This is an optimization exercise on Yosys and OpenROAD, whose aim is small area, a short achievable clock period and few clock cycles per item, not a production implementation.
Where RTL was checked, it was by simulation tests only, not by an equivalence proof against the original.
No activity file was given, so power comes from the tool's default toggle rates.

== exp/umber ==
Design position_report_ascii_encoder, start of the top module:
module position_report_ascii_encoder
(
    input  logic              clk,
    input  logic              rst_n,
    input  logic              pos_valid,
    output logic              pos_ready,
    input  logic signed [LatW-1:0] pos_lat_micro,
    input  logic signed [LonW-1:0] pos_lon_micro,
    input  logic [FixW-1:0]   pos_fix_level,
    output logic              rpt_valid,
    input  logic              rpt_ready,
    output logic [CharW-1:0]  rpt_out_char,
    output logic              rpt_last_char,
    output logic              rpt_pos_invalid,
    input  logic              psel,
    input  logic              penable,
    input  logic              pwrite,
    input  logic [AddrW-1:0]  paddr,
    input  logic [DataW-1:0]  pwdata,
    output logic [DataW-1:0]  prdata,
    output logic              pready
);
    logic [CharW-1:0] sym_table_reg;
    logic [CharW-1:0] sym_code_reg;
    logic [CharW-1:0] prdata_reg;
    assign pready = 1'b1;
    always_ff @(posedge clk or negedge rst_n)
    begin
        if (!rst_n)
        begin
            sym_table_reg <= SymTableRst;
            sym_code_reg  <= SymCodeRst;
        end
        else if (psel && penable && pwrite)
        begin
            if (paddr[2])
                sym_code_reg  <= pwdata[CharW-1:0];
            else
                sym_table_reg <= pwdata[CharW-1:0];
        end
    end
    always_ff @(posedge clk)
    begin
        prdata_reg <= paddr[2] ? sym_code_reg : sym_table_reg;
    end
    assign prdata = {{(DataW-CharW){1'b0}}, prdata_reg};
    logic             known_q;      
    logic             inv_q;        
    logic             lat_done;     
    logic             lat_hold;     
    logic             lon_pend;     
    logic             lon_hold;     
    logic [LonW-1:0]  lon_raw;
    logic [3:0]       cnt;          
    logic             src;          
    logic             post;         
    logic [6:0]       lat_ipf;      
    logic [4:0]       pf;           
  ...
Size: ~1300 cells after synthesis, ~200 flip-flops, ~150 I/O pins.
export LEC_CHECK = 0
export CAP_MARGIN = 5
export CORE_MARGIN = 2
export CORE_UTILIZATION = 40
export SLEW_MARGIN = 5
create_clock -name core_clock -period 9.0 [get_ports {clk}]
standard.sh (not shown) runs the stock make flow with config.mk's settings and CLKGATE_MAP_FILE= SYNTH_SCRIPT=/design/flow/synth_recipe.tcl, a recipe that flattens the netlist after the stock synthesis.
==> flow/flow/run.sh <==
#!/bin/bash
set -euo pipefail
bash standard.sh SETUP_SLACK_MARGIN=6.0 "BUFFER_PORTS_ARGS=-buffer_cell sky130_fd_sc_hd__buf_2" finish > orfs_flow.log 2>&1
Testbench counts of exp/umber, summed over its fixed seeds: cycles 17,649, reports 960.
Setup changes, exp/umber to exp/sierra
- CORE_UTILIZATION now 60, was 40
- SLEW_MARGIN now 20, was 5
- CAP_MARGIN now 20, was 5
==> flow/flow/run.sh <==
#!/bin/bash
set -euo pipefail
bash standard.sh SETUP_SLACK_MARGIN=6.0 finish > orfs_flow.log 2>&1
Findings:
- Compared with exp/umber, exp/sierra shows fraction of area in multi-input gates lower by 1.2 points.
- Taking exp/umber as the reference, in exp/sierra achievable clock frequency lower, die area now sits lower, final non-filler cell total lower, area growth from synthesis to layout rose by 3.9 points, met3 routing resource usage after global routing has increased.
For exp/pepper, these inputs were changed with respect to exp/sierra:
- setting ABC_CLOCK_PERIOD_IN_PS to 3000 for the first time
- changing CORE_UTILIZATION from 60 to 40
==> flow/flow/run.sh <==
#!/bin/bash
set -euo pipefail
bash standard.sh SETUP_SLACK_MARGIN=6.0 "BUFFER_PORTS_ARGS=-buffer_cell sky130_fd_sc_hd__buf_2" finish > orfs_flow.log 2>&1
==> run summary <==
Compared with exp/sierra, exp/pepper shows synthesis-to-finish area growth lower by 3.9 points. On minimum clock period after layout: between exp/sierra and exp/pepper, it ends up lower for exp/pepper. Detailed placer's ending HPWL: higher on exp/pepper. In exp/pepper the power drawn by the clock network turned out about 2% higher than in exp/sierra.
[inputs] exp/ember vs exp/pepper
- CTS_BUF_LIST: unset -> sky130_fd_sc_hd__clkbuf_8
- ABC_CLOCK_PERIOD_IN_PS: 3000 -> unset
==> comparison <==
- exp/ember was carried through to the last stage, and its layout satisfied the timing, design-rule and antenna checks.
- Taking exp/pepper as the reference point, the worst slew margin relative to its limit of exp/ember falls by 0.42 points.
- Of exp/ember and exp/pepper, the lower met1 layer wirelength in the final routing belongs to exp/pepper.
- exp/ember vs exp/pepper, met2 routed wirelength went down by about 0.8%.
- On setup slack, exp/ember does worse than exp/pepper.

* * *

position_report_ascii_encoder, a different RTL version from the one above (not shown whole).
Size: roughly 1300 cells after synthesis, about 200 flip-flops, ~150 I/O pins, roughly 0.012 mm^2 of cells after synthesis.
==> flow/config.mk <==
export PLATFORM = sky130hd
export DESIGN_NAME = position_report_ascii_encoder
export DESIGN_NICKNAME = position_report_ascii_encoder
export VERILOG_FILES = /design/flow/design.v
export SDC_FILE = /design/flow/constraint.sdc
export NUM_CORES = 4
export LEC_CHECK = 0
export CAP_MARGIN = 20
export CORE_MARGIN = 2
export CORE_UTILIZATION = 40
export CTS_CLUSTER_DIAMETER = 100
export CTS_CLUSTER_SIZE = 40
export SLEW_MARGIN = 20
==> flow/constraint.sdc <==
create_clock -name core_clock -period 9.0 [get_ports {clk}]
set_input_delay 1.8000 -clock core_clock [delete_from_list [all_inputs] [get_ports {clk}]]
set_output_delay 1.8000 -clock core_clock [all_outputs]
set_load 0.01 [all_outputs]
==> flow/flow/run.sh <==
#!/bin/bash
set -euo pipefail
bash standard.sh SETUP_SLACK_MARGIN=6.0 "BUFFER_PORTS_ARGS=-buffer_cell sky130_fd_sc_hd__buf_1" finish > orfs_flow.log 2>&1
The baseline finished with timing, DRC and antenna clean.
Testbench counts at the start, summed over its fixed seeds: cycles 17,649, reports 960.
Next try:
Settings changed: CORE_UTILIZATION 40 to 50, CTS_CLUSTER_DIAMETER 100 to not set, CTS_CLUSTER_SIZE 40 to not set.
=> The changed run finished clean; cell count fell by a few percent; cell area fell slightly; worst setup slack is better by 62 ps; core utilization rose by 11 points; first-iteration DRC count rose by well over a third; die area fell by about a fifth; power barely changes; area after synthesis is unchanged; combinational power hardly moves.

* * *

v6:
position_report_ascii_encoder with an RTL version that a note above also has.
Size in the first run: ~1300 cells after synthesis, roughly 200 flip-flops, about 150 I/O pins, roughly 12000 um^2 of cells after synthesis.
Settings: LEC_CHECK=0, CAP_MARGIN=20, CORE_MARGIN=2, CORE_UTILIZATION=40, SLEW_MARGIN=20; clock period 9.0 ns.
==> flow/flow/run.sh <==
#!/bin/bash
set -euo pipefail
bash standard.sh SETUP_SLACK_MARGIN=6.5 finish > orfs_flow.log 2>&1
Testbench counts of v6, summed over its fixed seeds: cycles 17,649, reports 960.
## Diff of input files: v7 against v6
==> flow/flow/run.sh <==
#!/bin/bash
set -euo pipefail
bash standard.sh SETUP_SLACK_MARGIN=6.5 "BUFFER_PORTS_ARGS=-buffer_cell sky130_fd_sc_hd__buf_2" finish > orfs_flow.log 2>&1
## What came out
Compared with v6, v7 shows a higher register share of the cell area. For final instance count without filler cells, v6 and v7 come out practically identical. On hold slack, v6 tracks v7 almost exactly. [v7 vs v6] design area: lower in v7.

* * *

position_report_ascii_encoder, a different RTL version from the one above (not shown whole).
For scale: ~1300 cells after synthesis, ~200 flip-flops, roughly 150 I/O pins, ~12000 µm² of cells after synthesis.
export LEC_CHECK = 0
export CAP_MARGIN = 20
export CORE_MARGIN = 2
export CORE_UTILIZATION = 60
export SLEW_MARGIN = 20
create_clock -name core_clock -period 9.0 [get_ports {clk}]
==> flow/flow/run.sh <==
#!/bin/bash
set -euo pipefail
bash standard.sh SETUP_SLACK_MARGIN=6.0 "BUFFER_PORTS_ARGS=-buffer_cell sky130_fd_sc_hd__buf_1" finish > orfs_flow.log 2>&1
The starting point completed with no timing, DRC or antenna violations.
Testbench counts at the start, summed over its fixed seeds: cycles 17,649, reports 960.
Next try:
Settings changed: CORE_UTILIZATION 60 to 40.
Outcome: Via count fell by 0.60%. Routed wire length rose by 6.0%. Clock skew stays flat. Design area barely changes. Sequential power is about the same. Power fell by 1.8%. Flip-flop and latch count is unchanged. Setup slack is worse by 46 ps.

* * *

== the baseline ==
Another version of the RTL of position_report_ascii_encoder (not shown whole).
For scale: roughly 1400 cells after synthesis.
export LEC_CHECK = 0
export CAP_MARGIN = 20
export CORE_MARGIN = 2
export CORE_UTILIZATION = 40
export SETUP_SLACK_MARGIN = 5
export SLEW_MARGIN = 20
create_clock -name core_clock -period 9.0 [get_ports {clk}]
run.sh (not shown) runs the stock make flow with config.mk's settings and CLKGATE_MAP_FILE= SYNTH_SCRIPT=/design/flow/synth_recipe.tcl, a recipe that flattens the netlist after the stock synthesis.
Stock flow here: none of the scripts above is used.
[inputs] the candidate vs the baseline
==> flow/flow/run.sh (new file) <==
#!/bin/bash
set -euo pipefail
bash standard.sh SETUP_SLACK_MARGIN=6.0 finish > orfs_flow.log 2>&1
==> flow/standard.sh (new file) <==
#!/bin/bash
# synth_recipe.tcl (not shown) runs the flow's synth.tcl, then flattens the netlist and writes it again
# the make line also repeats each setting of config.mk as NAME=value (left out here)
make -C /OpenROAD-flow-scripts/flow DESIGN_CONFIG=/design/flow/config.mk WORK_HOME=/design/flow/orfs CLKGATE_MAP_FILE= SYNTH_SCRIPT=/design/flow/synth_recipe.tcl "${@:-finish}"
--- a/flow/config.mk
+++ b/flow/config.mk
@@ -11 +10,0 @@
-export SETUP_SLACK_MARGIN = 5
removed: flow/run.sh
### Flow results
- On number of primary I/O pins, the candidate tracks the baseline almost exactly.
- Taking the baseline as the reference, in the candidate power drawn by the combinational cells +about 2%; clock power -about 10%.
- The power on the baseline is in line with that on the candidate.
- Storage element area went up slightly going from the baseline to the candidate.
- Flip-flop and latch count: the candidate vs the baseline identical
- Re worst hold slack: the candidate is 7.3 ps up on the baseline.
- The baseline -> the candidate: H-tree depth flat
- For post-synth design cell area, the candidate and the baseline come out practically identical.
No run of this note included a check of the RTL's function; only the layout flow was run.

* * *

Another version of the RTL of position_report_ascii_encoder (not shown whole).
For scale: about 200 flip-flops, about 150 I/O pins, about 13000 um^2 of cells after synthesis.
==> flow/config.mk <==
export PLATFORM = sky130hd
export DESIGN_NAME = position_report_ascii_encoder
export DESIGN_NICKNAME = position_report_ascii_encoder
export VERILOG_FILES = /design/flow/design.v
export SDC_FILE = /design/flow/constraint.sdc
export NUM_CORES = 4
export LEC_CHECK = 0
export CAP_MARGIN = 20
export CORE_MARGIN = 2
export CORE_UTILIZATION = 40
export SLEW_MARGIN = 20
==> flow/constraint.sdc <==
create_clock -name core_clock -period 9.0 [get_ports {clk}]
set_input_delay 1.8000 -clock core_clock [delete_from_list [all_inputs] [get_ports {clk}]]
set_output_delay 1.8000 -clock core_clock [all_outputs]
set_load 0.01 [all_outputs]
standard.sh (not shown) runs the stock make flow with config.mk's settings and CLKGATE_MAP_FILE= SYNTH_SCRIPT=/design/flow/synth_recipe.tcl, a recipe that flattens the netlist after the stock synthesis.
==> flow/flow/run.sh <==
#!/bin/bash
set -euo pipefail
bash standard.sh SETUP_SLACK_MARGIN=5.5 finish > orfs_flow.log 2>&1
The starting point completed without violations.
Edit:
==> flow/flow/run.sh (replaced) <==
#!/bin/bash
set -euo pipefail
bash standard.sh SETUP_SLACK_MARGIN=6.0 finish > orfs_flow.log 2>&1
Maximum frequency goes up by 7.9%.
Setup slack gets better by 250 ps.
Sequential power barely changes.
Hold slack gets worse by 4.6 ps.
Clock skew barely changes.
Total power goes down by 2.8%.
Utilization goes up by 1.3 points.
Non-clock buffer count goes up by 23.
Routed wire length goes up by 2.2%.
Sequential cell count does not change.
Clock-buffer cell count goes up by 2.
No run of this note included a check of the RTL's function; only the layout flow was run.

* * *

position_report_ascii_encoder with an RTL version that a note above also has.
Size in the first run: ~1,300 cells after synthesis, ~200 flip-flops, about 150 I/O pins, about 12,000 µm² of cells after synthesis.
==> flow/config.mk <==
export PLATFORM = sky130hd
export DESIGN_NAME = position_report_ascii_encoder
export DESIGN_NICKNAME = position_report_ascii_encoder
export VERILOG_FILES = /design/flow/design.v
export SDC_FILE = /design/flow/constraint.sdc
export NUM_CORES = 4
export LEC_CHECK = 0
export CAP_MARGIN = 20
export CORE_MARGIN = 2
export CORE_UTILIZATION = 40
export SLEW_MARGIN = 20
==> flow/constraint.sdc <==
create_clock -name core_clock -period 9.0 [get_ports {clk}]
set_input_delay 1.8000 -clock core_clock [delete_from_list [all_inputs] [get_ports {clk}]]
set_output_delay 1.8000 -clock core_clock [all_outputs]
set_load 0.01 [all_outputs]
==> flow/flow/run.sh <==
#!/bin/bash
set -euo pipefail
bash standard.sh SETUP_SLACK_MARGIN=6.0 "BUFFER_PORTS_ARGS=-buffer_cell sky130_fd_sc_hd__buf_2" finish > orfs_flow.log 2>&1
Testbench counts at the start, summed over its fixed seeds: cycles 17,649, reports 960.
Edit:
==> flow/flow/run.sh (replaced) <==
#!/bin/bash
set -euo pipefail
bash standard.sh SETUP_SLACK_MARGIN=6.0 finish > orfs_flow.log 2>&1
- synthesized area does not change
- utilization goes up by 1.9 points
- sequential share of layout area decreases by 1.4 points
- register-to-register slack stays flat
Edit:
==> flow/flow/run.sh (replaced) <==
#!/bin/bash
set -euo pipefail
bash standard.sh SETUP_SLACK_MARGIN=6.0 "BUFFER_PORTS_ARGS=-buffer_cell sky130_fd_sc_hd__buf_1" finish > orfs_flow.log 2>&1
Count of clock-buffer cells in the layout goes up by 4.
Wire length goes down by a few percent.
Register-to-register slack is better by 0.04 ns.
Total power goes down slightly.
Worst setup slack is better by 0.090 ns.

## separate check: timing with driven ports
No port has a modelled driver above. Below, the same layouts with a new extraction and two added sets of constraints. Step 1 assumes that a clkbuf_16 drives the clock port and a buf_2 every other input. Step 2 moves the port delays by t, midway between the first and last clock arrival at a register: inputs arrive t later, outputs are due t later. That takes back most of the time a late clock gives input paths. a / b / c = ideal ports / drivers / drivers and shift; a / b = the first two.
run | t, ns | setup WS [ns] | hold slack, ns | worst setup path at the end | clock arrival spread, ns
exp/umber | 0.499 | 5.851 / 5.803 / 5.460 | 0.446 / 0.446 / 0.446 | input to register | 0.024 / 0.024
exp/sierra | 0.480 | 5.758 / 5.743 / 5.297 | 0.431 / 0.431 / 0.431 | input to register | 0.013 / 0.013
exp/pepper | 0.499 | 5.851 / 5.803 / 5.460 | 0.446 / 0.446 / 0.446 | input to register | 0.024 / 0.024
exp/ember | 0.524 | 5.819 / 5.776 / 5.464 | 0.455 / 0.455 / 0.455 | input to register | 0.022 / 0.022
the first run of note 2 | 0.486 | 6.013 / 6.013 / 5.619 | 0.423 / 0.423 / 0.423 | input to register | 0.018 / 0.018
the second run of note 2 | 0.486 | 6.075 / 6.027 / 5.618 | 0.423 / 0.423 / 0.423 | input to register | 0.019 / 0.020
v6 | 0.487 | 5.849 / 5.835 / 5.375 | 0.425 / 0.425 / 0.425 | input to register | 0.020 / 0.020
v7 | 0.484 | 5.857 / 5.809 / 5.389 | 0.423 / 0.423 / 0.423 | input to register | 0.015 / 0.016
the first run of note 4 | 0.486 | 6.033 / 6.014 / 5.733 | 0.433 / 0.433 / 0.433 | input to register | 0.017 / 0.016
the second run of note 4 | 0.486 | 5.988 / 5.988 / 5.573 | 0.442 / 0.442 / 0.442 | input to register | 0.016 / 0.016
the baseline | 0.497 | 5.189 / 5.189 / 4.914 | 0.420 / 0.420 / 0.420 | input to register | 0.013 / 0.013
the candidate | 0.493 | 5.350 / 5.350 / 5.350 | 0.427 / 0.427 / 0.427 | register to register | 0.014 / 0.014
the first run of note 6 | 0.485 | 5.585 / 5.593 / 5.130 | 0.432 / 0.432 / 0.432 | input to register | 0.012 / 0.012
the second run of note 6 | 0.486 | 5.835 / 5.822 / 5.362 | 0.428 / 0.428 / 0.428 | input to register | 0.013 / 0.013
the first run of note 7 | 0.499 | 5.851 / 5.803 / 5.460 | 0.446 / 0.446 / 0.446 | input to register | 0.024 / 0.024
the second run of note 7 | 0.486 | 5.795 / 5.817 / 5.331 | 0.428 / 0.428 / 0.428 | input to register | 0.016 / 0.016
the third run of note 7 | 0.487 | 5.885 / 5.837 / 5.460 | 0.424 / 0.424 / 0.424 | input to register | 0.013 / 0.012
After both steps setup and hold are still met in every run listed. For v6, which loses most, drivers alone change the setup slack by -0.014 ns; drivers and shift together by -0.474 ns.
